What follows belongs to an exercise in optimizing a design on an open flow for small area, a short achievable clock period and few clock cycles per item; a production flow would make more cautious choices.
At most, simulation tests tie the RTL to the original design; equivalence was not proved.
Power is estimated from default activity; no workload was simulated.

== trial 44 ==
## fx_arith_top
module fx_arith_top (
  input  logic             clk,
  input  logic             rst_n,
  input  logic             in_valid,
  output logic             in_ready,
  input  fx_pkg::fx_word_t num_a,     
  input  fx_pkg::fx_word_t num_b,     
  input  logic             op_mul,
  output logic             out_valid,
  input  logic             out_ready,
  output fx_pkg::fx_word_t result,
  output logic             overflow,
  output logic             precision_lost
);
export LEC_CHECK = 0
export ABC_AREA = 1
export CAP_MARGIN = 20
export CORE_MARGIN = 2
export CORE_UTILIZATION = 40
export SETUP_SLACK_MARGIN = 1.0
export SLEW_MARGIN = 20
create_clock -name core_clock -period 5.5 [get_ports {clk}]
standard.sh (not shown) runs the stock make flow with config.mk's settings and CLKGATE_MAP_FILE= SYNTH_SCRIPT=/design/flow/synth_recipe.tcl, a recipe that flattens the netlist after the stock synthesis.
==> flow/flow/run.sh <==
#!/bin/bash
# Own layout flow: the standard flow, with the design's one-gate modules
# (full and half adders, Booth select gates) given as the cells they stand
# for. Everything else, registers included, goes through the standard
# synthesis unchanged. Ports are buffered with plain buffers rather than
# delay cells, and the resizer may change a cell's footprint.
set -euo pipefail
work=$(pwd)
python3 flow/subst.py design.v flow/cells.v > design_cells.v 2> subst.log
bash standard.sh VERILOG_FILES="$work/design_cells.v" \
  BUFFER_PORTS_ARGS="-buffer_cell sky130_fd_sc_hd__buf_1" \
  MATCH_CELL_FOOTPRINT=0 finish > standard.log 2>&1
==> flow/flow/cells.v <==
// Cell-level bodies for the design's one-gate modules. flow/run.sh puts
// these in place of the RTL bodies before synthesis, so that each module
// becomes exactly the cell named here; the function is the same.
module fx_fa (input a, input b, input c, output s, output co);
  sky130_fd_sc_hd__fa_1 u (.A(a), .B(b), .CIN(c), .SUM(s), .COUT(co));
endmodule

module fx_ha (input a, input b, output s, output co);
  sky130_fd_sc_hd__ha_1 u (.A(a), .B(b), .SUM(s), .COUT(co));
endmodule

module fx_hai (input a, input b, output s, output co);
  sky130_fd_sc_hd__xnor2_1 us (.A(a), .B(b), .Y(s));
  sky130_fd_sc_hd__or2_1 uc (.A(a), .B(b), .X(co));
endmodule

module fx_aoi22 (input a, input b, input c, input d, output y);
  sky130_fd_sc_hd__a22oi_1 u (.A1(a), .A2(b), .B1(c), .B2(d), .Y(y));
endmodule

module fx_xor2 (input a, input b, output y);
  sky130_fd_sc_hd__xor2_1 u (.A(a), .B(b), .X(y));
endmodule

module fx_xnor2 (input a, input b, output y);
  sky130_fd_sc_hd__xnor2_1 u (.A(a), .B(b), .Y(y));
endmodule

module fx_nand2 (input a, input b, output y);
  sky130_fd_sc_hd__nand2_1 u (.A(a), .B(b), .Y(y));
endmodule

module fx_mux2i (input a0, input a1, input s, output y);
  sky130_fd_sc_hd__mux2i_1 u (.A0(a0), .A1(a1), .S(s), .Y(y));
endmodule
==> flow/flow/subst.py <==
#!/usr/bin/env python3
"""subst.py DESIGN CELLS: DESIGN with every module that CELLS defines taken
out, and CELLS appended, on stdout."""
import re
import sys

design = open(sys.argv[1]).read()
cells = open(sys.argv[2]).read()
names = re.findall(r'^\s*module\s+(\w+)', cells, re.M)
for n in names:
    pat = re.compile(r'^\s*module\s+' + n + r'\b.*?^\s*endmodule\b[^\n]*\n?', re.M | re.S)
    design, k = pat.subn('', design)
    print(f'{n}: replaced {k}', file=sys.stderr)
sys.stdout.write(design + '\n' + cells)
The inputs of trial 96 differ from those of trial 44 as listed below.
- SETUP_SLACK_MARGIN no longer set, was 1.0
--- outcome ---
Between trial 44 and trial 96, areal power density over the cells is higher for trial 96, trial 44 comes in under that. Taking trial 44 as 1.0, trial 96 lands at 0.78 on non-clock buffer count in the final layout. Trial 96 reports a lower core occupancy in the finished layout than trial 44 does. Changes observed in trial 96 relative to trial 44: number of fill cells in the layout went up; smallest setup slack after layout went down; reg2reg setup slack did not really move; met3 capacity usage during global routing went down. Relative area of clock buffers and inverters in the final design: trial 96 vs trial 44 — no meaningful difference. Trial 96 consumes less power than trial 44 does. Comparing trial 44 and trial 96, iteration-0 DRC count of the detailed router is higher on trial 44.
No run of this note included a check of the RTL's function; only the layout flow was run.

Another version of the RTL of fx_arith_top (not shown whole).
For scale: about 910 cells after synthesis, about 9300 um2 of cells after synthesis.
==> flow/design.v (excerpt) <==
module fx_arith_top (
  input  logic             clk,
  input  logic             rst_n,
  input  logic             in_valid,
  output logic             in_ready,
  input  fx_pkg::fx_word_t num_a,     
  input  fx_pkg::fx_word_t num_b,     
  input  logic             op_mul,
  output logic             out_valid,
  input  logic             out_ready,
  output fx_pkg::fx_word_t result,
  output logic             overflow,
  output logic             precision_lost
);
clock: 5.5 ns
lec_check: 0
abc_area: 1
cap_margin: 20
core_margin: 2
core_utilization: 40
cts_buf_list: sky130_fd_sc_hd__clkbuf_4 sky130_fd_sc_hd__clkbuf_8
setup_slack_margin: 2.1
slew_margin: 20
==> flow/flow/run.sh <==
#!/bin/bash
# Own layout flow: the standard flow, with the design's one-gate modules
# (full and half adders, Booth select gates, multiplexers) given as the
# cells they stand for. Everything else, registers included, goes through
# the standard synthesis unchanged. Ports are buffered with plain buffers
# rather than delay cells, the resizer may change a cell's footprint, and
# after global placement each register output with a large fanout gets a
# buffer (flow/bufregs.tcl).
set -euo pipefail
work=$(pwd)
python3 flow/subst.py design.v flow/cells.v > design_cells.v 2> subst.log
bash standard.sh VERILOG_FILES="$work/design_cells.v" \
  BUFFER_PORTS_ARGS="-buffer_cell sky130_fd_sc_hd__buf_1" \
  MATCH_CELL_FOOTPRINT=0 \
  POST_GLOBAL_PLACE_TCL="$work/flow/bufregs.tcl" finish > standard.log 2>&1
==> flow/flow/bufregs.tcl <==
# After global placement: give every register output that drives many pins a
# buffer of its own, so that the register (a weak edfxtp_1) drives one pin
# and the buffer drives the rest.
set nbuf 0
foreach inst [get_cells *] {
  if { [get_property $inst ref_name] ne "sky130_fd_sc_hd__edfxtp_1" } { continue }
  set q [get_pins -of_objects $inst -filter "direction == output"]
  set net [get_nets -of_objects $q]
  set loads [get_pins -of_objects $net -filter "direction == input"]
  if { [llength $loads] > 6 } {
    insert_buffer -buffer_cell sky130_fd_sc_hd__buf_2 -net [get_full_name $net]
    incr nbuf
  }
}
puts "bufregs: buffered $nbuf register outputs"
Scripts as last shown in full above: flow/flow/subst.py
Other scripts of this flow, unchanged in this note and not shown: flow/flow/cells.v
Testbench counts at the start, summed over its fixed seeds: cycles 12,016, items 12,000.
Next try:
--- a/flow/flow/bufregs.tcl
+++ b/flow/flow/bufregs.tcl
@@ -11 +11 @@
-    insert_buffer -buffer_cell sky130_fd_sc_hd__buf_2 -net [get_full_name $net]
+    insert_buffer -buffer_cell sky130_fd_sc_hd__buf_4 -net [get_full_name $net]
CORE_UTILIZATION = 70   (was 40)
PLACE_DENSITY = 0.85   (was unset)
The new run went through all stages and came out clean.
Clock skew fell by 0.0064 ns.
Area after synthesis is unchanged.
Cell area fell by 0.58%.
Worst setup slack gets worse by 0.27 ns.
Cell count fell by 8.4%.
Routed wire length rose by 11%.
Die area fell by 42%.
Utilization rose by 35 points.
Power rose by 4.9%.
Synthesized cell count does not change.
Clock power rose by 17%.

-- static timing again, ports no longer ideal --
The flow's constraints put no driver on any port. The routed layouts listed below were extracted and timed again, unchanged, in two steps. Step 1, drivers: a clkbuf_16 drives clk and a buf_2 each remaining input, both assumed. Step 2 adds t to the input delays and takes it off the output delays; t is the mean of the earliest and latest rising clock arrival at the registers after step 1. Input paths then give back, and output paths get back, about the clock's delay inside the block. a / b / c = ideal ports / drivers / drivers and shift; a / b = the first two.
run	t, ns	setup slack, ns	latest minus earliest clock arrival (ns)	pins driven straight from the clock port
trial 44	0.309	0.974 / 0.983 / 0.674	0.008 / 0.007	1
trial 96	0.322	0.572 / 0.584 / 0.262	0.008 / 0.009	1
the first run of note 2	0.417	2.089 / 2.089 / 2.089	0.021 / 0.022	1
the second run of note 2	0.431	1.821 / 1.821 / 1.821	0.014 / 0.015	1
After both steps setup and hold are still met in every run listed. The setup slack of trial 96, which loses most, moves by +0.012 ns with the drivers and by -0.310 ns with both steps.
